What follows belongs to an exercise in optimizing a design on an open flow for small area and a short achievable clock period; a production flow would make more cautious choices. Only simulation tests tie the RTL to the original design; equivalence was not proved.

==> flow/design.v, too long to show whole: its modules and the start of the top module <==
// module mul_pipe_unit: 1224 lines
module mul_pipe_unit #(
   parameter int WIDTH   = 32,
   parameter int LATENCY = 4
) (
   input  logic               clk,
   input  logic               rst,
   input  logic               start,
   input  logic               is_signed,
   input  logic [WIDTH-1:0]   a,
   input  logic [WIDTH-1:0]   b,
   input  logic               flush,
   output logic               busy,
   output logic               done,
   output logic [2*WIDTH-1:0] result,
   output logic [1:0]         dbg_state
);
  // ...
==> flow/flow/run.sh <==
#!/bin/bash
# Own layout flow: the standard flow, with these changes.
#  1. After the standard synthesis, flow/faflip.py re-chooses the polarity of each full-adder cell
#     (FA(~a,~b,~c) = ~FA(a,b,c)) so that most of the inverters Yosys's extract_fa leaves between
#     adders go away. Registers and all other cells are untouched.
#  2. Ports are buffered with sky130_fd_sc_hd__buf_1 instead of the flow's default pick.
#  3. Up to CTS, repair_timing aims 6.6 ns beyond the clock period on the worst path only (no TNS
#     repair); routing and the steps after it run with the standard margin.
# Each step's output goes to a log file of its own here; ORFS's own logs are under orfs/logs.
set -euo pipefail
R=orfs/results/sky130hd/mul_pipe_unit/base
PORTS="BUFFER_PORTS_ARGS=-buffer_cell sky130_fd_sc_hd__buf_1"
bash standard.sh synth > log_synth.txt 2>&1
python3 flow/faflip.py $R/1_2_yosys.v $R/1_2_yosys.faflip.v > log_faflip.txt 2>&1
cp $R/1_2_yosys.v $R/1_2_yosys.orig.v
mv $R/1_2_yosys.faflip.v $R/1_2_yosys.v
rm -f $R/1_synth.odb
touch $R/1_2_yosys.v
bash standard.sh "$PORTS" SETUP_SLACK_MARGIN=6.6 TNS_END_PERCENT=0 cts > log_cts.txt 2>&1
bash standard.sh "$PORTS" finish > log_finish.txt 2>&1
==> flow/flow/faflip.py <==
#!/usr/bin/env python3
"""Re-choose the polarity of full-adder cells in a Yosys netlist to drop inverters.

A full adder with all three inputs inverted gives both outputs inverted:
FA(~a,~b,~c) = (~sum, ~cout). Yosys's extract_fa often picks the inverted form, which leaves an
inv_1 between most pairs of adders. This pass looks through inv_1 cells, picks for each fa cell
whether to flip it so that the fewest inverters remain, and writes the netlist back with one
inverter per signal that some pin still needs in the other polarity. Flip-flops, ports and all
other cells are left as they are.

usage: faflip.py IN.v OUT.v
"""
import re
import sys

INV = "sky130_fd_sc_hd__inv_1"
FA_PREFIX = "sky130_fd_sc_hd__fa_"
OUT_PINS = {"X", "Y", "Q", "Q_N", "SUM", "COUT", "HI", "LO"}

src = open(sys.argv[1]).read()
m = re.search(r"^(module\s.*?;\n)(.*?)^endmodule", src, re.S | re.M)
head, body = m.group(1), m.group(2)
pre, post = src[: m.start()], src[m.end():]

# split body into declarations, cells and assigns
cell_re = re.compile(r"^\s*(sky130_fd_sc_hd__\w+)\s+(\S+)\s*\((.*?)\);\s*$", re.S | re.M)
decl_lines = []
cells = []
assigns = []
pos = 0
for cm in cell_re.finditer(body):
    chunk = body[pos:cm.start()]
    for ln in chunk.splitlines():
        if ln.strip().startswith("assign"):
            assigns.append(ln)
        elif ln.strip():
            decl_lines.append(ln)
    pins = [(p, s.strip()) for p, s in re.findall(r"\.(\w+)\(([^()]*)\)", cm.group(3))]
    cells.append([cm.group(1), cm.group(2), pins])
    pos = cm.end()
for ln in body[pos:].splitlines():
    if ln.strip().startswith("assign"):
        assigns.append(ln)
    elif ln.strip():
        decl_lines.append(ln)

ports = set()
for ln in head.split("(", 1)[1].split(")")[0].split(","):
    ports.add(ln.strip())


def base_name(net):
    n = net.strip()
    if n.startswith("\\"):
        n = n.split()[0]
    return re.sub(r"\[\d+\]$", "", n.lstrip("\\"))


assign_nets = set()
for a in assigns:
    for tok in re.findall(r"\\\S+|[A-Za-z_][\w$]*(?:\s*\[\d+\])?", a):
        assign_nets.add(base_name(tok))

fixed_net = lambda n: base_name(n) in ports or base_name(n) in assign_nets

# inverters we may absorb: inv_1 whose output is an internal net
inv_of = {}     # output net -> input net
inv_cells = set()
for i, (t, n, pins) in enumerate(cells):
    if t == INV:
        d = dict(pins)
        if not fixed_net(d["Y"]):
            inv_of[d["Y"]] = d["A"]
            inv_cells.add(i)


def resolve(net):
    """(base net, polarity) of a net, looking through absorbable inverters."""
    q = 0
    seen = 0
    while net in inv_of and seen < 8:
        net = inv_of[net]
        q ^= 1
        seen += 1
    return net, q


# drivers of base nets
driver = {}
for i, (t, n, pins) in enumerate(cells):
    if i in inv_cells:
        continue
    for p, s in pins:
        if p in OUT_PINS:
            driver[s] = (i, p)

fa_idx = [i for i, c in enumerate(cells) if c[0].startswith(FA_PREFIX)]
# an fa may flip only if none of its output nets is a port or used by an assign
can_flip = {}
for i in fa_idx:
    d = dict(cells[i][2])
    can_flip[i] = not any(fixed_net(d[p]) for p in ("SUM", "COUT") if p in d)

flip = {i: 0 for i in fa_idx}

# consumer pins: (cell index, pin, base, q0)
uses = {}
for i, (t, n, pins) in enumerate(cells):
    if i in inv_cells:
        continue
    for p, s in pins:
        if p in OUT_PINS:
            continue
        b, q = resolve(s)
        uses.setdefault(b, []).append((i, p, q))
# nets used by assigns or ports (outputs) need their own polarity
for b in list(inv_of.keys()):
    pass


def phys_pol(b):
    dv = driver.get(b)
    if dv and dv[0] in flip:
        return flip[dv[0]]
    return 0


def need(b):
    """(needs true copy, needs inverted copy) relative to the physical net of b."""
    pp = phys_pol(b)
    t = f = False
    for (i, p, q) in uses.get(b, []):
        want = q ^ (flip[i] if i in flip else 0)
        if want == pp:
            t = True
        else:
            f = True
    return t, f


def cost_of(b):
    t, f = need(b)
    return 1 if f else 0


def local_nets(i):
    d = dict(cells[i][2])
    nets = set()
    for p in ("A", "B", "CIN"):
        nets.add(resolve(d[p])[0])
    for p in ("SUM", "COUT"):
        if p in d:
            nets.add(d[p])
    return nets


total0 = sum(cost_of(b) for b in set(uses))
improved = True
rounds = 0
while improved and rounds < 20:
    improved = False
    rounds += 1
    for i in fa_idx:
        if not can_flip[i]:
            continue
        nets = local_nets(i)
        before = sum(cost_of(b) for b in nets)
        flip[i] ^= 1
        after = sum(cost_of(b) for b in nets)
        if after < before:
            improved = True
        else:
            flip[i] ^= 1
total1 = sum(cost_of(b) for b in set(uses))
sys.stderr.write(f"faflip: {len(inv_cells)} absorbable inverters, signals needing an inverter "
                 f"{total0} -> {total1}, flipped {sum(flip.values())} of {len(fa_idx)} adders\n")

# rebuild
new_decl = []
counter = [0]


def fresh(prefix):
    counter[0] += 1
    name = f"_faflip_{prefix}{counter[0]}_"
    new_decl.append(f"  wire {name};")
    return name


inv_net = {}   # base -> net carrying the complement of its physical net
phys_net = {}  # base -> physical net name (renamed when the driver flips)
for b in set(uses) | set(driver):
    phys_net[b] = b
for i in fa_idx:
    if flip[i]:
        d = dict(cells[i][2])
        for p in ("SUM", "COUT"):
            if p in d:
                phys_net[d[p]] = fresh("p")

new_cells = []
for b in sorted(set(uses)):
    t, f = need(b)
    if f:
        nm = fresh("n")
        inv_net[b] = nm
        new_cells.append((INV, f"_faflip_inv{counter[0]}_", [("A", phys_net[b]), ("Y", nm)]))

out_cells = []
for i, (t, n, pins) in enumerate(cells):
    if i in inv_cells:
        continue
    newpins = []
    for p, s in pins:
        if p in OUT_PINS:
            newpins.append((p, phys_net.get(s, s)))
            continue
        b, q = resolve(s)
        want = q ^ (flip[i] if i in flip else 0)
        if want == phys_pol(b):
            newpins.append((p, phys_net[b]))
        else:
            newpins.append((p, inv_net[b]))
    out_cells.append((t, n, newpins))
out_cells.extend(new_cells)

# a flipped adder's old output net may still be a consumer-free name: if some pin wanted the
# true value of a flipped signal it now reads the inverter, so the old name is simply unused.
lines = [head]
lines.extend(decl_lines)
lines.extend(new_decl)
for t, n, pins in out_cells:
    pl = ",\n".join(f"    .{p}({s}{' ' if s.startswith(chr(92)) else ''})" for p, s in pins)
    lines.append(f"  {t} {n} (\n{pl}\n  );")
lines.extend(assigns)
open(sys.argv[2], "w").write(pre + "\n".join(lines) + "\nendmodule" + post)
==> flow/standard.sh <==
#!/bin/bash
# synth_recipe.tcl (not shown) runs the flow's synth.tcl, then flattens the netlist and writes it again
# the make line also repeats each setting of config.mk as NAME=value (left out here)
make -C /OpenROAD-flow-scripts/flow DESIGN_CONFIG=/design/flow/config.mk WORK_HOME=/design/flow/orfs CLKGATE_MAP_FILE= SYNTH_SCRIPT=/design/flow/synth_recipe.tcl "${@:-finish}"
==> flow/config.mk <==
export PLATFORM = sky130hd
export DESIGN_NAME = mul_pipe_unit
export DESIGN_NICKNAME = mul_pipe_unit
export VERILOG_FILES = /design/flow/design.v
export SDC_FILE = /design/flow/constraint.sdc
export NUM_CORES = 4
export LEC_CHECK = 0
export CAP_MARGIN = 20
export CORE_MARGIN = 2
export CORE_UTILIZATION = 55
export SLEW_MARGIN = 20
==> flow/constraint.sdc <==
create_clock -name core_clock -period 11.0 [get_ports {clk}]
set_input_delay 2.2000 -clock core_clock [delete_from_list [all_inputs] [get_ports {clk}]]
set_output_delay 2.2000 -clock core_clock [all_outputs]
set_load 0.01 [all_outputs]
==> run notes, run 1 <==
- Status: complete, no violations
- Fill cell count: 2712
- Most used cell, CP: a21o_1
- Reg-to-reg slack, setup: 6.47 ns
- CP bufs+invs: 1
- Max Used Layer: met5
- Minimum clock period: 4.58 ns
- Layout area overhead: 7.31%
- Initial antenna violation count: 1
- Max FFs per register: 64
- Inverters: 153
- Crit path launch type: flip-flop
- Core Area: 0.0304 sq mm
- TritonCTS Buffers: 24
- Hpwl dp: 32600 microns
- Die height: 179 microns
- Num Clock Sinks: 206
- Cell Area, Synth: 0.0169 sq mm
- Min Hold Slack: 0.459 ns
- Worst Setup SP: pf[2]
- Clock latency on the worst-skew pair: 0.54 ns
- FMAX: 0.218 GHz
- Die X-Extent: 179 microns
- # port buffers: 135
- Largest net degree at the start of global routing: 68
- R2R Path Start: sel_one[4]
- Reg area: 0.00456 sq mm
- Initial DRT Pass Iterations: 6
- Top cell category: multi-input combinational cells
- Syn Inst Count: 1686
- Signal buffers: 168
- Gr ovfl total: 0
- Wirelength per Cell: 21.6 microns
- HP Class: flip-flop to flip-flop
- Hold Vio Cnt, Final: 0
- Post-Route WL: 45600 microns
- # diodes: 1
==> inputs of run 2 (changes only) <==
--- a/flow/design.v
+++ b/flow/design.v
@@ -22,21 +22,20 @@
    logic [23:0]       bl;       
    logic              bp;       
    logic [5:0]        sel_neg, sel_one, sel_two;    
    logic [5:0]        nx_neg, nx_one, nx_two;       
    logic [12:0]       nb;       
    logic [32:0]       acc;      
    logic [44:0]       sum;
    logic [44:0]       rx, ry;
-   logic [10:0]        dn;       
-   logic [10:0]        dc;       
-   logic [10:0]        rc;       
+   logic [5:0]        dn;       
+   logic [5:0]        dc;       
+   logic [5:0]        rc;       
    logic [39:0]       rhi;      
-   logic [8:0]        pn, pf;   
    wire s1;
    wire c2;
    wire s3;
    wire c4;
    wire s5;
    wire c6;
    wire s7;
    wire c8;
@@ -655,104 +654,104 @@
    assign pp5[26] = ((one5 & a_r[26]) | (two5 & a_r[25])) ^ neg5;
    assign pp5[27] = ((one5 & a_r[27]) | (two5 & a_r[26])) ^ neg5;
    assign pp5[28] = ((one5 & a_r[28]) | (two5 & a_r[27])) ^ neg5;
    assign pp5[29] = ((one5 & a_r[29]) | (two5 & a_r[28])) ^ neg5;
    assign pp5[30] = ((one5 & a_r[30]) | (two5 & a_r[29])) ^ neg5;
    assign pp5[31] = ((one5 & a_r[31]) | (two5 & a_r[30])) ^ neg5;
    assign pp5[32] = ((one5 & a_r[32]) | (two5 & a_r[31])) ^ neg5;
    assign pp5[33] = ((one5 & a_r[32]) | (two5 & a_r[32])) ^ neg5;
-   assign s1 = acc[6] ^ dc[2];
-   assign c2 = acc[6] & dc[2];
+   assign s1 = acc[6] ^ dc[1];
+   assign c2 = acc[6] & dc[1];
    assign s3 = acc[8] ^ neg4;
    assign c4 = acc[8] & neg4;
-   assign s5 = acc[9] ^ dc[3] ^ pp0[9];
-   assign c6 = (acc[9] & dc[3]) | (acc[9] & pp0[9]) | (dc[3] & pp0[9]);
+   assign s5 = acc[9] ^ pp0[9];
+   assign c6 = acc[9] & pp0[9];
    assign s7 = acc[10] ^ neg5 ^ pp0[10];
    assign c8 = (acc[10] & neg5) | (acc[10] & pp0[10]) | (neg5 & pp0[10]);
    assign s9 = pp1[8] ^ pp2[6];
    assign c10 = pp1[8] & pp2[6];
    assign s11 = acc[11] ^ pp0[11] ^ pp1[9];
    assign c12 = (acc[11] & pp0[11]) | (acc[11] & pp1[9]) | (pp0[11] & pp1[9]);
    assign s13 = pp2[7] ^ pp3[5];
    assign c14 = pp2[7] & pp3[5];
-   assign s15 = acc[12] ^ dc[4] ^ pp0[12];
-   assign c16 = (acc[12] & dc[4]) | (acc[12] & pp0[12]) | (dc[4] & pp0[12]);
+   assign s15 = acc[12] ^ dc[2] ^ pp0[12];
+   assign c16 = (acc[12] & dc[2]) | (acc[12] & pp0[12]) | (dc[2] & pp0[12]);
    assign s17 = pp1[10] ^ pp2[8] ^ pp3[6];
    assign c18 = (pp1[10] & pp2[8]) | (pp1[10] & pp3[6]) | (pp2[8] & pp3[6]);
    assign s19 = acc[13] ^ pp0[13] ^ pp1[11];
    assign c20 = (acc[13] & pp0[13]) | (acc[13] & pp1[11]) | (pp0[13] & pp1[11]);
    assign s21 = pp2[9] ^ pp3[7];
    assign c22 = pp2[9] & pp3[7];
    assign s23 = acc[14] ^ pp0[14] ^ pp1[12];
    assign c24 = (acc[14] & pp0[14]) | (acc[14] & pp1[12]) | (pp0[14] & pp1[12]);
    assign s25 = pp2[10] ^ pp3[8];
    assign c26 = pp2[10] & pp3[8];
-   assign s27 = acc[15] ^ dc[5] ^ pp0[15];
-   assign c28 = (acc[15] & dc[5]) | (acc[15] & pp0[15]) | (dc[5] & pp0[15]);
-   assign s29 = pp1[13] ^ pp2[11] ^ pp3[9];
-   assign c30 = (pp1[13] & pp2[11]) | (pp1[13] & pp3[9]) | (pp2[11] & pp3[9]);
+   assign s27 = acc[15] ^ pp0[15] ^ pp1[13];
+   assign c28 = (acc[15] & pp0[15]) | (acc[15] & pp1[13]) | (pp0[15] & pp1[13]);
+   assign s29 = pp2[11] ^ pp3[9];
+   assign c30 = pp2[11] & pp3[9];
    assign s31 = acc[16] ^ pp0[16] ^ pp1[14];
    assign c32 = (acc[16] & pp0[16]) | (acc[16] & pp1[14]) | (pp0[16] & pp1[14]);
    assign s33 = pp2[12] ^ pp3[10];
    assign c34 = pp2[12] & pp3[10];
    assign s35 = acc[17] ^ pp0[17] ^ pp1[15];
    assign c36 = (acc[17] & pp0[17]) | (acc[17] & pp1[15]) | (pp0[17] & pp1[15]);
    assign s37 = pp2[13] ^ pp3[11];
    assign c38 = pp2[13] & pp3[11];
-   assign s39 = acc[18] ^ dc[6] ^ pp0[18];
-   assign c40 = (acc[18] & dc[6]) | (acc[18] & pp0[18]) | (dc[6] & pp0[18]);
+   assign s39 = acc[18] ^ dc[3] ^ pp0[18];
+   assign c40 = (acc[18] & dc[3]) | (acc[18] & pp0[18]) | (dc[3] & pp0[18]);
    assign s41 = pp1[16] ^ pp2[14] ^ pp3[12];
    assign c42 = (pp1[16] & pp2[14]) | (pp1[16] & pp3[12]) | (pp2[14] & pp3[12]);
    assign s43 = acc[19] ^ pp0[19] ^ pp1[17];
    assign c44 = (acc[19] & pp0[19]) | (acc[19] & pp1[17]) | (pp0[19] & pp1[17]);
    assign s45 = pp2[15] ^ pp3[13];
    assign c46 = pp2[15] & pp3[13];
    assign s47 = acc[20] ^ pp0[20] ^ pp1[18];
    assign c48 = (acc[20] & pp0[20]) | (acc[20] & pp1[18]) | (pp0[20] & pp1[18]);
    assign s49 = pp2[16] ^ pp3[14];
    assign c50 = pp2[16] & pp3[14];
-   assign s51 = acc[21] ^ dc[7] ^ pp0[21];
-   assign c52 = (acc[21] & dc[7]) | (acc[21] & pp0[21]) | (dc[7] & pp0[21]);
-   assign s53 = pp1[19] ^ pp2[17] ^ pp3[15];
-   assign c54 = (pp1[19] & pp2[17]) | (pp1[19] & pp3[15]) | (pp2[17] & pp3[15]);
+   assign s51 = acc[21] ^ pp0[21] ^ pp1[19];
+   assign c52 = (acc[21] & pp0[21]) | (acc[21] & pp1[19]) | (pp0[21] & pp1[19]);
+   assign s53 = pp2[17] ^ pp3[15];
+   assign c54 = pp2[17] & pp3[15];
    assign s55 = acc[22] ^ pp0[22] ^ pp1[20];
    assign c56 = (acc[22] & pp0[22]) | (acc[22] & pp1[20]) | (pp0[22] & pp1[20]);
    assign s57 = pp2[18] ^ pp3[16];
    assign c58 = pp2[18] & pp3[16];
    assign s59 = acc[23] ^ pp0[23] ^ pp1[21];
    assign c60 = (acc[23] & pp0[23]) | (acc[23] & pp1[21]) | (pp0[23] & pp1[21]);
    assign s61 = pp2[19] ^ pp3[17];
    assign c62 = pp2[19] & pp3[17];
-   assign s63 = acc[24] ^ dc[8] ^ pp0[24];
-   assign c64 = (acc[24] & dc[8]) | (acc[24] & pp0[24]) | (dc[8] & pp0[24]);
+   assign s63 = acc[24] ^ dc[4] ^ pp0[24];
+   assign c64 = (acc[24] & dc[4]) | (acc[24] & pp0[24]) | (dc[4] & pp0[24]);
    assign s65 = pp1[22] ^ pp2[20] ^ pp3[18];
    assign c66 = (pp1[22] & pp2[20]) | (pp1[22] & pp3[18]) | (pp2[20] & pp3[18]);
    assign s67 = acc[25] ^ pp0[25] ^ pp1[23];
    assign c68 = (acc[25] & pp0[25]) | (acc[25] & pp1[23]) | (pp0[25] & pp1[23]);
    assign s69 = pp2[21] ^ pp3[19];
    assign c70 = pp2[21] & pp3[19];
    assign s71 = acc[26] ^ pp0[26] ^ pp1[24];
    assign c72 = (acc[26] & pp0[26]) | (acc[26] & pp1[24]) | (pp0[26] & pp1[24]);
    assign s73 = pp2[22] ^ pp3[20];
    assign c74 = pp2[22] & pp3[20];
-   assign s75 = acc[27] ^ dc[9] ^ pp0[27];
-   assign c76 = (acc[27] & dc[9]) | (acc[27] & pp0[27]) | (dc[9] & pp0[27]);
-   assign s77 = pp1[25] ^ pp2[23] ^ pp3[21];
-   assign c78 = (pp1[25] & pp2[23]) | (pp1[25] & pp3[21]) | (pp2[23] & pp3[21]);
+   assign s75 = acc[27] ^ pp0[27] ^ pp1[25];
+   assign c76 = (acc[27] & pp0[27]) | (acc[27] & pp1[25]) | (pp0[27] & pp1[25]);
+   assign s77 = pp2[23] ^ pp3[21];
+   assign c78 = pp2[23] & pp3[21];
    assign s79 = acc[28] ^ pp0[28] ^ pp1[26];
    assign c80 = (acc[28] & pp0[28]) | (acc[28] & pp1[26]) | (pp0[28] & pp1[26]);
    assign s81 = pp2[24] ^ pp3[22];
    assign c82 = pp2[24] & pp3[22];
    assign s83 = acc[29] ^ pp0[29] ^ pp1[27];
    assign c84 = (acc[29] & pp0[29]) | (acc[29] & pp1[27]) | (pp0[29] & pp1[27]);
    assign s85 = pp2[25] ^ pp3[23];
    assign c86 = pp2[25] & pp3[23];
-   assign s87 = acc[30] ^ dc[10] ^ pp0[30];
-   assign c88 = (acc[30] & dc[10]) | (acc[30] & pp0[30]) | (dc[10] & pp0[30]);
+   assign s87 = acc[30] ^ dc[5] ^ pp0[30];
+   assign c88 = (acc[30] & dc[5]) | (acc[30] & pp0[30]) | (dc[5] & pp0[30]);
    assign s89 = pp1[28] ^ pp2[26] ^ pp3[24];
    assign c90 = (pp1[28] & pp2[26]) | (pp1[28] & pp3[24]) | (pp2[26] & pp3[24]);
    assign s91 = acc[31] ^ pp0[31] ^ pp1[29];
    assign c92 = (acc[31] & pp0[31]) | (acc[31] & pp1[29]) | (pp0[31] & pp1[29]);
    assign s93 = pp2[27] ^ pp3[25];
    assign c94 = pp2[27] & pp3[25];
    assign s95 = 1'b1 ^ ~acc[32] ^ pp0[32];
    assign c96 = (1'b1 & ~acc[32]) | (1'b1 & pp0[32]) | (~acc[32] & pp0[32]);
@@ -893,18 +892,18 @@
    assign s231 = ~pp2[33] ^ pp3[31] ^ pp4[29];
    assign c232 = (~pp2[33] & pp3[31]) | (~pp2[33] & pp4[29]) | (pp3[31] & pp4[29]);
    assign s233 = 1'b1 ^ pp3[32];
    assign c234 = 1'b1 & pp3[32];
    assign s235 = acc[0] ^ dc[0];
    assign c236 = acc[0] & dc[0];
    assign s237 = acc[2] ^ neg1;
    assign c238 = acc[2] & neg1;
-   assign s239 = acc[3] ^ dc[1] ^ pp0[3];
-   assign c240 = (acc[3] & dc[1]) | (acc[3] & pp0[3]) | (dc[1] & pp0[3]);
+   assign s239 = acc[3] ^ pp0[3];
+   assign c240 = acc[3] & pp0[3];
    assign s241 = pp0[4] ^ pp1[2] ^ pp2[0];
    assign c242 = (pp0[4] & pp1[2]) | (pp0[4] & pp2[0]) | (pp1[2] & pp2[0]);
    assign s243 = pp1[3] ^ pp2[1] ^ c104;
    assign c244 = (pp1[3] & pp2[1]) | (pp1[3] & c104) | (pp2[1] & c104);
    assign s245 = pp3[0] ^ c106 ^ s107;
    assign c246 = (pp3[0] & c106) | (pp3[0] & s107) | (c106 & s107);
    assign s247 = c108 ^ c110 ^ s111;
    assign c248 = (c108 & c110) | (c108 & s111) | (c110 & s111);
@@ -1058,26 +1057,21 @@
    assign c396 = (pp5[30] & c312) | (pp5[30] & s313) | (c312 & s313);
    assign s397 = ~pp4[33] ^ pp5[31] ^ c314;
    assign c398 = (~pp4[33] & pp5[31]) | (~pp4[33] & c314) | (pp5[31] & c314);
    assign s399 = 1'b1 ^ pp5[32];
    assign c400 = 1'b1 & pp5[32];
    assign rx  = {1'b1, c400, c398, c396, c394, c392, c390, c388, c386, c384, c382, c380, c378, c376, c374, c372, c370, c368, c366, c364, c362, c360, c358, c356, c354, c352, c350, c348, c346, c344, c342, c340, c338, c336, c334, c332, c330, c328, c326, c324, c322, c320, c318, c316, s315};
    assign ry  = {1'b0, ~pp5[33], s399, s397, s395, s393, s391, s389, s387, s385, s383, s381, s379, s377, s375, s373, s371, s369, s367, s365, s363, s361, s359, s357, s355, s353, s351, s349, s347, s345, s343, s341, s339, s337, s335, s333, s331, s329, s327, s325, s323, s321, s319, s317, pp0[0]};
    assign {dn[0], sum[11:0]} = {1'b0, rx[11:0]} + {1'b0, ry[11:0]};
-   assign {dn[1], sum[14:12]} = {1'b0, rx[14:12]} + {1'b0, ry[14:12]};
-   assign {dn[2], sum[17:15]} = {1'b0, rx[17:15]} + {1'b0, ry[17:15]};
-   assign {dn[3], sum[20:18]} = {1'b0, rx[20:18]} + {1'b0, ry[20:18]};
-   assign {dn[4], sum[23:21]} = {1'b0, rx[23:21]} + {1'b0, ry[23:21]};
-   assign {dn[5], sum[26:24]} = {1'b0, rx[26:24]} + {1'b0, ry[26:24]};
-   assign {dn[6], sum[29:27]} = {1'b0, rx[29:27]} + {1'b0, ry[29:27]};
-   assign {dn[7], sum[32:30]} = {1'b0, rx[32:30]} + {1'b0, ry[32:30]};
-   assign {dn[8], sum[35:33]} = {1'b0, rx[35:33]} + {1'b0, ry[35:33]};
-   assign {dn[9], sum[38:36]} = {1'b0, rx[38:36]} + {1'b0, ry[38:36]};
-   assign {dn[10], sum[41:39]} = {1'b0, rx[41:39]} + {1'b0, ry[41:39]};
+   assign {dn[1], sum[17:12]} = {1'b0, rx[17:12]} + {1'b0, ry[17:12]};
+   assign {dn[2], sum[23:18]} = {1'b0, rx[23:18]} + {1'b0, ry[23:18]};
+   assign {dn[3], sum[29:24]} = {1'b0, rx[29:24]} + {1'b0, ry[29:24]};
+   assign {dn[4], sum[35:30]} = {1'b0, rx[35:30]} + {1'b0, ry[35:30]};
+   assign {dn[5], sum[41:36]} = {1'b0, rx[41:36]} + {1'b0, ry[41:36]};
    assign sum[44:42] = rx[44:42] + ry[44:42];
    assign nb = busy_r ? {bl[11:0], bp} : {b[11:0], 1'b0};
    always_comb begin
       for (int i = 0; i < 6; i++) begin
          nx_neg[i] = nb[2*i+2];
          nx_one[i] = nb[2*i+1] ^ nb[2*i];
          nx_two[i] = (nb[2*i+2] & ~nb[2*i+1] & ~nb[2*i]) | (~nb[2*i+2] & nb[2*i+1] & nb[2*i]);
       end
@@ -1098,17 +1092,16 @@
             end
          end else if (flush) begin
             busy_r <= 1'b0;
          end else if (ph == 2'd2) begin
             busy_r   <= 1'b0;
             done_r   <= 1'b1;
             result_r <= {sum[39:0], bl};
             rc       <= dn;
-            pf       <= pn;
          end else begin
             ph <= ph + 2'd1;
          end
       end
    end
    always_ff @(posedge clk) begin
       if (!busy_r) begin
          a_r <= {is_signed & a[31], a};
@@ -1124,101 +1117,12 @@
          dc  <= dn;
       end
       sel_neg <= nx_neg;
       sel_one <= nx_one;
       sel_two <= nx_two;
    end
    assign busy      = busy_r;
    assign done      = done_r;
-   assign pn[0] = &(rx[14:12] ^ ry[14:12]);
-   assign pn[1] = &(rx[17:15] ^ ry[17:15]);
-   assign pn[2] = &(rx[20:18] ^ ry[20:18]);
-   assign pn[3] = &(rx[23:21] ^ ry[23:21]);
-   assign pn[4] = &(rx[26:24] ^ ry[26:24]);
-   assign pn[5] = &(rx[29:27] ^ ry[29:27]);
-   assign pn[6] = &(rx[32:30] ^ ry[32:30]);
-   assign pn[7] = &(rx[35:33] ^ ry[35:33]);
-   assign pn[8] = &(rx[38:36] ^ ry[38:36]);
-   wire bg1_1 = (rc[1] & pf[1]) | (pf[1] & (rc[0] & pf[0]));
-   wire bp1_1 = pf[1] & pf[0];
-   wire bg1_2 = (rc[2] & pf[2]) | (pf[2] & (rc[1] & pf[1]));
-   wire bp1_2 = pf[2] & pf[1];
-   wire bg1_3 = (rc[3] & pf[3]) | (pf[3] & (rc[2] & pf[2]));
-   wire bp1_3 = pf[3] & pf[2];
-   wire bg1_4 = (rc[4] & pf[4]) | (pf[4] & (rc[3] & pf[3]));
-   wire bp1_4 = pf[4] & pf[3];
-   wire bg1_5 = (rc[5] & pf[5]) | (pf[5] & (rc[4] & pf[4]));
-   wire bp1_5 = pf[5] & pf[4];
-   wire bg1_6 = (rc[6] & pf[6]) | (pf[6] & (rc[5] & pf[5]));
-   wire bp1_6 = pf[6] & pf[5];
-   wire bg1_7 = (rc[7] & pf[7]) | (pf[7] & (rc[6] & pf[6]));
-   wire bp1_7 = pf[7] & pf[6];
-   wire bg1_8 = (rc[8] & pf[8]) | (pf[8] & (rc[7] & pf[7]));
-   wire bp1_8 = pf[8] & pf[7];
-   wire bg2_2 = bg1_2 | (bp1_2 & (rc[0] & pf[0]));
-   wire bp2_2 = bp1_2 & pf[0];
-   wire bg2_3 = bg1_3 | (bp1_3 & bg1_1);
-   wire bp2_3 = bp1_3 & bp1_1;
-   wire bg2_4 = bg1_4 | (bp1_4 & bg1_2);
-   wire bp2_4 = bp1_4 & bp1_2;
-   wire bg2_5 = bg1_5 | (bp1_5 & bg1_3);
-   wire bp2_5 = bp1_5 & bp1_3;
-   wire bg2_6 = bg1_6 | (bp1_6 & bg1_4);
-   wire bp2_6 = bp1_6 & bp1_4;
-   wire bg2_7 = bg1_7 | (bp1_7 & bg1_5);
-   wire bp2_7 = bp1_7 & bp1_5;
-   wire bg2_8 = bg1_8 | (bp1_8 & bg1_6);
-   wire bp2_8 = bp1_8 & bp1_6;
-   wire bg3_4 = bg2_4 | (bp2_4 & (rc[0] & pf[0]));
-   wire bp3_4 = bp2_4 & pf[0];
-   wire bg3_5 = bg2_5 | (bp2_5 & bg1_1);
-   wire bp3_5 = bp2_5 & bp1_1;
-   wire bg3_6 = bg2_6 | (bp2_6 & bg2_2);
-   wire bp3_6 = bp2_6 & bp2_2;
-   wire bg3_7 = bg2_7 | (bp2_7 & bg2_3);
-   wire bp3_7 = bp2_7 & bp2_3;
-   wire bg3_8 = bg2_8 | (bp2_8 & bg2_4);
-   wire bp3_8 = bp2_8 & bp2_4;
-   wire bg4_8 = bg3_8 | (bp3_8 & (rc[0] & pf[0]));
-   wire bp4_8 = bp3_8 & pf[0];
-   wire bc0 = rc[0];
-   assign rhi[12] = result_r[36] ^ (bc0);
-   assign rhi[13] = result_r[37] ^ (bc0 & result_r[36]);
-   assign rhi[14] = result_r[38] ^ (bc0 & result_r[36] & result_r[37]);
-   wire bc1 = (rc[1] | (rc[0] & pf[0]));
-   assign rhi[15] = result_r[39] ^ (bc1);
-   assign rhi[16] = result_r[40] ^ (bc1 & result_r[39]);
-   assign rhi[17] = result_r[41] ^ (bc1 & result_r[39] & result_r[40]);
-   wire bc2 = (rc[2] | bg1_1);
-   assign rhi[18] = result_r[42] ^ (bc2);
-   assign rhi[19] = result_r[43] ^ (bc2 & result_r[42]);
-   assign rhi[20] = result_r[44] ^ (bc2 & result_r[42] & result_r[43]);
-   wire bc3 = (rc[3] | bg2_2);
-   assign rhi[21] = result_r[45] ^ (bc3);
-   assign rhi[22] = result_r[46] ^ (bc3 & result_r[45]);
-   assign rhi[23] = result_r[47] ^ (bc3 & result_r[45] & result_r[46]);
-   wire bc4 = (rc[4] | bg2_3);
-   assign rhi[24] = result_r[48] ^ (bc4);
-   assign rhi[25] = result_r[49] ^ (bc4 & result_r[48]);
-   assign rhi[26] = result_r[50] ^ (bc4 & result_r[48] & result_r[49]);
-   wire bc5 = (rc[5] | bg3_4);
-   assign rhi[27] = result_r[51] ^ (bc5);
-   assign rhi[28] = result_r[52] ^ (bc5 & result_r[51]);
-   assign rhi[29] = result_r[53] ^ (bc5 & result_r[51] & result_r[52]);
-   wire bc6 = (rc[6] | bg3_5);
-   assign rhi[30] = result_r[54] ^ (bc6);
-   assign rhi[31] = result_r[55] ^ (bc6 & result_r[54]);
-   assign rhi[32] = result_r[56] ^ (bc6 & result_r[54] & result_r[55]);
-   wire bc7 = (rc[7] | bg3_6);
-   assign rhi[33] = result_r[57] ^ (bc7);
-   assign rhi[34] = result_r[58] ^ (bc7 & result_r[57]);
-   assign rhi[35] = result_r[59] ^ (bc7 & result_r[57] & result_r[58]);
-   wire bc8 = (rc[8] | bg3_7);
-   assign rhi[36] = result_r[60] ^ (bc8);
-   assign rhi[37] = result_r[61] ^ (bc8 & result_r[60]);
-   assign rhi[38] = result_r[62] ^ (bc8 & result_r[60] & result_r[61]);
-   wire bc9 = (rc[9] | bg4_8);
-   assign rhi[39] = result_r[63] ^ (bc9);
-   assign rhi[11:0] = result_r[35:24];
+   assign rhi       = result_r[63:24] + ((40'(rc[0]) << 12) | (40'(rc[1]) << 18) | (40'(rc[2]) << 24) | (40'(rc[3]) << 30) | (40'(rc[4]) << 36));
    assign result    = {rhi, result_r[23:0]};
    assign dbg_state = {1'b0, busy_r};
 endmodule
--- a/flow/flow/run.sh
+++ b/flow/flow/run.sh
@@ -1,13 +1,14 @@
 #!/bin/bash
 # Own layout flow: the standard flow, with these changes.
 #  1. After the standard synthesis, flow/faflip.py re-chooses the polarity of each full-adder cell
 #     (FA(~a,~b,~c) = ~FA(a,b,c)) so that most of the inverters Yosys's extract_fa leaves between
-#     adders go away. Registers and all other cells are untouched.
+#     adders go away; it also looks through the larger inverters and reuses them as inverted
+#     copies, and folds inverters into the xor2/xnor2 gates that feed them. Registers are untouched.
 #  2. Ports are buffered with sky130_fd_sc_hd__buf_1 instead of the flow's default pick.
 #  3. Up to CTS, repair_timing aims 6.6 ns beyond the clock period on the worst path only (no TNS
 #     repair); routing and the steps after it run with the standard margin.
 # Each step's output goes to a log file of its own here; ORFS's own logs are under orfs/logs.
 set -euo pipefail
 R=orfs/results/sky130hd/mul_pipe_unit/base
 PORTS="BUFFER_PORTS_ARGS=-buffer_cell sky130_fd_sc_hd__buf_1"
 bash standard.sh synth > log_synth.txt 2>&1
--- a/flow/flow/faflip.py
+++ b/flow/flow/faflip.py
@@ -1,17 +1,20 @@
 #!/usr/bin/env python3
 """Re-choose the polarity of full-adder cells in a Yosys netlist to drop inverters.
 
 A full adder with all three inputs inverted gives both outputs inverted:
 FA(~a,~b,~c) = (~sum, ~cout). Yosys's extract_fa often picks the inverted form, which leaves an
 inv_1 between most pairs of adders. This pass looks through inv_1 cells, picks for each fa cell
 whether to flip it so that the fewest inverters remain, and writes the netlist back with one
-inverter per signal that some pin still needs in the other polarity. Flip-flops, ports and all
-other cells are left as they are.
+inverter per signal that some pin still needs in the other polarity. Buffers and larger inverters
+are looked through as well (a larger inverter is reused as a signal's inverted copy, and those left
+driving nothing are dropped; the layout flow buffers the nets again), and an inverter fed only by
+an xor2/xnor2 is absorbed by swapping that gate for its complement. Flip-flops, ports and all other
+cells are left as they are.
 
 usage: faflip.py IN.v OUT.v
 """
 import re
 import sys
 
 INV = "sky130_fd_sc_hd__inv_1"
 FA_PREFIX = "sky130_fd_sc_hd__fa_"
@@ -58,42 +61,54 @@
 
 assign_nets = set()
 for a in assigns:
     for tok in re.findall(r"\\\S+|[A-Za-z_][\w$]*(?:\s*\[\d+\])?", a):
         assign_nets.add(base_name(tok))
 
 fixed_net = lambda n: base_name(n) in ports or base_name(n) in assign_nets
 
-# inverters we may absorb: inv_1 whose output is an internal net
-inv_of = {}     # output net -> input net
+# inverters we may absorb: inv_1 whose output is an internal net. Larger inverters stay (they
+# were sized for their fanout) but are looked through too, and can serve as a signal's inverted copy.
+INV_RE = re.compile(r"sky130_fd_sc_hd__(clk)?inv_\d+$")
+BUF_RE = re.compile(r"sky130_fd_sc_hd__(clk)?buf_\d+$")
+inv_of = {}     # output net -> (input net, inverts)
 inv_cells = set()
+kept_inv = set()
+kept_buf = set()
 for i, (t, n, pins) in enumerate(cells):
-    if t == INV:
+    if INV_RE.match(t) or BUF_RE.match(t):
         d = dict(pins)
-        if not fixed_net(d["Y"]):
-            inv_of[d["Y"]] = d["A"]
+        y = d.get("Y", d.get("X"))
+        if fixed_net(y):
+            continue
+        inv_of[y] = (d["A"], 0 if BUF_RE.match(t) else 1)
+        if t == INV:
             inv_cells.add(i)
+        elif BUF_RE.match(t):
+            kept_buf.add(i)
+        else:
+            kept_inv.add(i)
 
 
 def resolve(net):
     """(base net, polarity) of a net, looking through absorbable inverters."""
     q = 0
     seen = 0
-    while net in inv_of and seen < 8:
-        net = inv_of[net]
-        q ^= 1
+    while net in inv_of and seen < 16:
+        net, v = inv_of[net]
+        q ^= v
         seen += 1
     return net, q
 
 
 # drivers of base nets
 driver = {}
 for i, (t, n, pins) in enumerate(cells):
-    if i in inv_cells:
+    if i in inv_cells or i in kept_inv or i in kept_buf:
         continue
     for p, s in pins:
         if p in OUT_PINS:
             driver[s] = (i, p)
 
 fa_idx = [i for i, c in enumerate(cells) if c[0].startswith(FA_PREFIX)]
 # an fa may flip only if none of its output nets is a port or used by an assign
 can_flip = {}
@@ -150,32 +165,52 @@
         nets.add(resolve(d[p])[0])
     for p in ("SUM", "COUT"):
         if p in d:
             nets.add(d[p])
     return nets
 
 
 total0 = sum(cost_of(b) for b in set(uses))
-improved = True
-rounds = 0
-while improved and rounds < 20:
-    improved = False
-    rounds += 1
+
+
+def greedy():
+    improved = True
+    rounds = 0
+    while improved and rounds < 20:
+        improved = False
+        rounds += 1
+        for i in fa_idx:
+            if not can_flip[i]:
+                continue
+            nets = local_nets(i)
+            before = sum(cost_of(b) for b in nets)
+            flip[i] ^= 1
+            after = sum(cost_of(b) for b in nets)
+            if after < before:
+                improved = True
+            else:
+                flip[i] ^= 1
+
+
+import random
+rng = random.Random(1)
+greedy()
+best = (sum(cost_of(b) for b in set(uses)), dict(flip))
+for trial in range(40):
+    # perturb the best assignment a little and descend again
     for i in fa_idx:
-        if not can_flip[i]:
-            continue
-        nets = local_nets(i)
-        before = sum(cost_of(b) for b in nets)
-        flip[i] ^= 1
-        after = sum(cost_of(b) for b in nets)
-        if after < before:
-            improved = True
-        else:
+        flip[i] = best[1][i]
+        if can_flip[i] and rng.random() < 0.15:
             flip[i] ^= 1
+    greedy()
+    c = sum(cost_of(b) for b in set(uses))
+    if c < best[0]:
+        best = (c, dict(flip))
+flip.update(best[1])
 total1 = sum(cost_of(b) for b in set(uses))
 sys.stderr.write(f"faflip: {len(inv_cells)} absorbable inverters, signals needing an inverter "
                  f"{total0} -> {total1}, flipped {sum(flip.values())} of {len(fa_idx)} adders\n")
 
 # rebuild
 new_decl = []
 counter = [0]
 
@@ -194,40 +229,104 @@
 for i in fa_idx:
     if flip[i]:
         d = dict(cells[i][2])
         for p in ("SUM", "COUT"):
             if p in d:
                 phys_net[d[p]] = fresh("p")
 
 new_cells = []
+# a kept inverter whose input reads the physical net of b already gives b's inverted copy
+kept_copy = {}
+for i in sorted(kept_inv):
+    d = dict(cells[i][2])
+    b, q = resolve(d["A"])
+    if q == phys_pol(b) and b not in kept_copy:
+        kept_copy[b] = d["Y"]
 for b in sorted(set(uses)):
     t, f = need(b)
     if f:
+        if b in kept_copy:
+            inv_net[b] = kept_copy[b]
+            continue
         nm = fresh("n")
         inv_net[b] = nm
         new_cells.append((INV, f"_faflip_inv{counter[0]}_", [("A", phys_net[b]), ("Y", nm)]))
 
 out_cells = []
 for i, (t, n, pins) in enumerate(cells):
     if i in inv_cells:
         continue
     newpins = []
     for p, s in pins:
         if p in OUT_PINS:
             newpins.append((p, phys_net.get(s, s)))
+            continue
+        if i in kept_inv and kept_copy.get(resolve(s)[0]) == dict(pins)["Y"]:
+            newpins.append((p, phys_net[resolve(s)[0]]))
             continue
         b, q = resolve(s)
         want = q ^ (flip[i] if i in flip else 0)
         if want == phys_pol(b):
             newpins.append((p, phys_net[b]))
         else:
             newpins.append((p, inv_net[b]))
     out_cells.append((t, n, newpins))
 out_cells.extend(new_cells)
+
+# drop kept buffers and inverters that no longer drive anything
+while True:
+    used = set()
+    for t, n, pins in out_cells:
+        for p, s_ in pins:
+            if p not in OUT_PINS:
+                used.add(s_)
+    keep = []
+    removed = 0
+    for t, n, pins in out_cells:
+        if (INV_RE.match(t) or BUF_RE.match(t)) and t != INV or (t == INV and not n.startswith("_faflip_")):
+            y = dict(pins).get("Y", dict(pins).get("X"))
+            if y not in used and not fixed_net(y):
+                removed += 1
+                continue
+        keep.append((t, n, pins))
+    out_cells = keep
+    if not removed:
+        break
+
+# absorb an inverter into the xor2/xnor2 that alone feeds it: swap the gate for its complement
+SWAP = {"sky130_fd_sc_hd__xor2_1": ("sky130_fd_sc_hd__xnor2_1", "X", "Y"),
+        "sky130_fd_sc_hd__xnor2_1": ("sky130_fd_sc_hd__xor2_1", "Y", "X")}
+fanout = {}
+drv_at = {}
+for k, (t, n, pins) in enumerate(out_cells):
+    for p, s_ in pins:
+        if p in OUT_PINS:
+            drv_at[s_] = k
+        else:
+            fanout[s_] = fanout.get(s_, 0) + 1
+dead = set()
+swapped = 0
+for k, (t, n, pins) in enumerate(out_cells):
+    if t != INV:
+        continue
+    d = dict(pins)
+    a, y = d["A"], d["Y"]
+    j = drv_at.get(a)
+    if j is None or j in dead or fanout.get(a, 0) != 1 or fixed_net(a):
+        continue
+    tj, nj, pj = out_cells[j]
+    if tj not in SWAP:
+        continue
+    newt, op, np_ = SWAP[tj]
+    out_cells[j] = (newt, nj, [(np_ if p == op else p, y if p == op else s_) for p, s_ in pj])
+    dead.add(k)
+    swapped += 1
+out_cells = [c for k, c in enumerate(out_cells) if k not in dead]
+sys.stderr.write(f"faflip: absorbed {swapped} inverters into xor/xnor gates\n")
 
 # a flipped adder's old output net may still be a consumer-free name: if some pin wanted the
 # true value of a flipped signal it now reads the inverter, so the old name is simply unused.
 lines = [head]
 lines.extend(decl_lines)
 lines.extend(new_decl)
 for t, n, pins in out_cells:
     pl = ",\n".join(f"    .{p}({s}{' ' if s.startswith(chr(92)) else ''})" for p, s in pins)
==> run 2 against run 1 <==
  * Sequential cell count fell by 19
  * Sequential share of layout area decreased by 1.3 points
  * Global-route usage rose by 3.0 points
  * First-iteration DRC count increased by 1.8%
  * Fmax decreased by 1.8%
  * Final cell count fell by 3.6%
  * Routed wire length fell by 0.52%
  * Largest cell class unchanged
  * Highest routed layer is now met4
==> run notes, run 2 <==
- Status: complete, no violations
- Post-Syn Nets: 1825
- Largest net degree at the start of global routing: 69 (+1.5%)
- Share of cells above drive strength 1: 7.35%
- Fill cell count: 2393 (-12%)
- Num Clock Sinks: 187 (-9.2%)
- Register with the most flip-flops: result_r
- Die ar.: 0.0297 sq mm
- Min Hold Slack: 0.453 ns (-0.00565 ns)
- Initial DRT Pass Iterations: 5 (-1)
- Max-cap viol count: 0
- Crit path launch type: flip-flop
- Die height: 172 microns (-3.9%)
- Most used cell, CP: fa_1
- Syn_area_per_cell: 10.4 sq um
- Fin Clk Skew: 0.0170 ns
- Final nets: 1969
- Placed instance area: 0.0164 sq mm
- FMAX: 0.214 GHz (-1.8%)
- Clock-pin slew on the worst setup and hold paths: 0.08 ns
- Synthesis warning total: 1
- Worst Setup End Kind: flip-flop
- Hold Buf Count CTS: 0
- CTS root buf: clkbuf_16
- Vias in the first global route: 11900
- Fin crit share: 42.4%
- CP Class: flip-flop to flip-flop
- Hpwl dp: 30900 microns (-5.3%)
- Initial antenna violation count: 0 (-1)
- HP Class: flip-flop to flip-flop
- Final Cell Area: 0.0173 sq mm
- # diodes: 0 (-1)
- Arrival @ worst endpoint: 4.97 ns
- Gr ovfl total: 0 (unchanged)
- Commonest non-fill, non-tap cell in the layout: a22oi_1
- Via Count: 12100
- Biggest cell delay along the critical path: 0.68 ns
- Biggest registers after layout: result_r: 64 flops, a_r: 33 flops, acc: 33 flops
- Post-route DRC: 0
- Slowest-stage cell, CP: dfxtp_4
- Gpl congestion: 0.886
- Post-Route WL: 45400 microns (-0.52%)
- CTS tree: done
- Syn Inst Count: 1503 (-11%)
- Max FFs per register: 64 (unchanged)
- First-pass GRT wire length: 69300 microns
- Starting Density: 56.0%
- Minimum clock period: 4.66 ns (+0.0852 ns)
- Commonest cells after routing, fill and taps aside: 192 x a22oi_1, 172 x fa_1, 161 x xnor2_1
- Post-DR vias/cell: 5.96
- Drt initial violations: 1088
- Layout area overhead: 10.9%
- Crit path max fanout: 34
- # port buffers: 135 (unchanged)
- FP Rows: 61
- H-tree levels: 4
- Count of boundary I/O pins: 137
- Die X-Extent: 172 microns (-3.9%)
- RSZ-0062 raised after global routing: false
- Req. time, crit path: 11.31 ns
- Slew HR: 32.4%
- Cell Area, Synth: 0.0156 sq mm (-7.9%)
- # setup viols final: 0
- TritonCTS Buffers: 17 (-29%)
- Wirelength per Cell: 22.3 microns (+3.2%)
- Fin. max-slew vios: 0
- Core Area: 0.0279 sq mm (-8.4%)
- Critical path cell sequence: a22oi_1 > xor2_1 > fa_1 > inv_1 > fa_1 > fa_1 > fa_1 > ha_1 > fa_1 > a21o_1 > a21oi_1 > o21bai_1 > a21oi_1 > a211oi_1
- Hold Vio Cnt, Final: 0 (unchanged)
- GRT Total Usage: 31.5%
- Clock Tree Buf Depth: 2
- Worst slew pin tran: 1.01 ns
- Setup TNS: 0 ns
- Clock latency on the worst-skew pair: 0.47 ns (-0.07 ns)
- Antenna-violating nets left: 0
## run 2: layer usage
| layer | track usage (%) | wire length [microns] | vias to the layer above |
|---|---|---|---|
| met5 | 0 | 0 | - |
| met4 | 11.8 | 1300 | 0 |
| met3 | 5.75 | 3060 | 72 |
| met2 | 50.1 | 21500 | 474 |
| met1 | 43.0 | 19600 | 6079 |
| li1 | - | - | 5524 |
## run 2: cell type report
type / count / area [sq um] / share of cell area (%)
Multi-Input combinational cell: 1177 / 11000 / 63.5
Tap cell: 378 / 473 / 2.73
Timing Repair Buffer: 163 / 749 / 4.33
Inverter: 101 / 384 / 2.22
Clock inverter: 14 / 169 / 0.976
Sequential cell: 187 / 4110 / 23.8
Clock buffer: 18 / 429 / 2.48
## run 2: final timing paths
check                    from  depth (start not counted)          end  slack (ns)
hold reg to reg   result_r[8]                          2  result_r[8]        0.45
setup reg to reg   sel_one[0]                         14        rc[4]        6.34
hold / removal    result_r[8]                          2  result_r[8]        0.45
setup / recovery   sel_one[0]                         14        rc[4]        6.34
## run 2: metrics by stage
stage                     setup slack [ns]  instances  utilization, %
after floorplan                       6.47       1503               -
after global placement                6.05       1994            59.0
after detailed placement              6.00       1994            59.0
after CTS                             6.38       2038            62.1
after global routing                  6.15       2038            62.1
final                                 6.34       2038            62.1
## run 2: critical path, delay by kind of cell (launching register included)
family / cells / cell delay [ns]
xor+xnor: 1 / 0.20
fa+ha+maj: 6 / 2.53
flops: 1 / 0.68
compound gates: 6 / 1.00
buf+inv: 1 / 0.06
## run 2: timing repair
| action | CTS | global route |
|---|---|---|
| gates resized for setup | 36 | 0 |
| endpoints found under the hold margin | 0 | 0 |
| setup buffers | 12 | 0 |
| setup endpoints to repair | 70 | 0 |

-- what the ideal ports hide --
No port has a modelled driver above. Below, the same layouts with a new extraction and two added sets of constraints.
Step 1 sets driving cells, clkbuf_16 on the clock port and buf_2 on the other inputs (assumed; they add their load-dependent delay and slew).
Step 2 adds t to the input delays and takes it off the output delays; t is the mean of the earliest and latest rising clock arrival at the registers after step 1. Input paths then give back, and output paths get back, about the clock's delay inside the block.
Slacks: ideal ports / drivers / drivers and shift; pairs: ideal ports / drivers.
run | shift t [ns] | slack for setup (ns) | latest minus earliest clock arrival (ns)
run 1 | 0.585 | 6.421 / 6.370 / 6.471 | 0.023 / 0.023
run 2 | 0.516 | 6.336 / 6.321 / 6.270 | 0.017 / 0.017
After both steps every run listed still meets setup and hold. The setup slack of run 2, which loses most, moves by -0.015 ns with the drivers and by -0.066 ns with both steps.
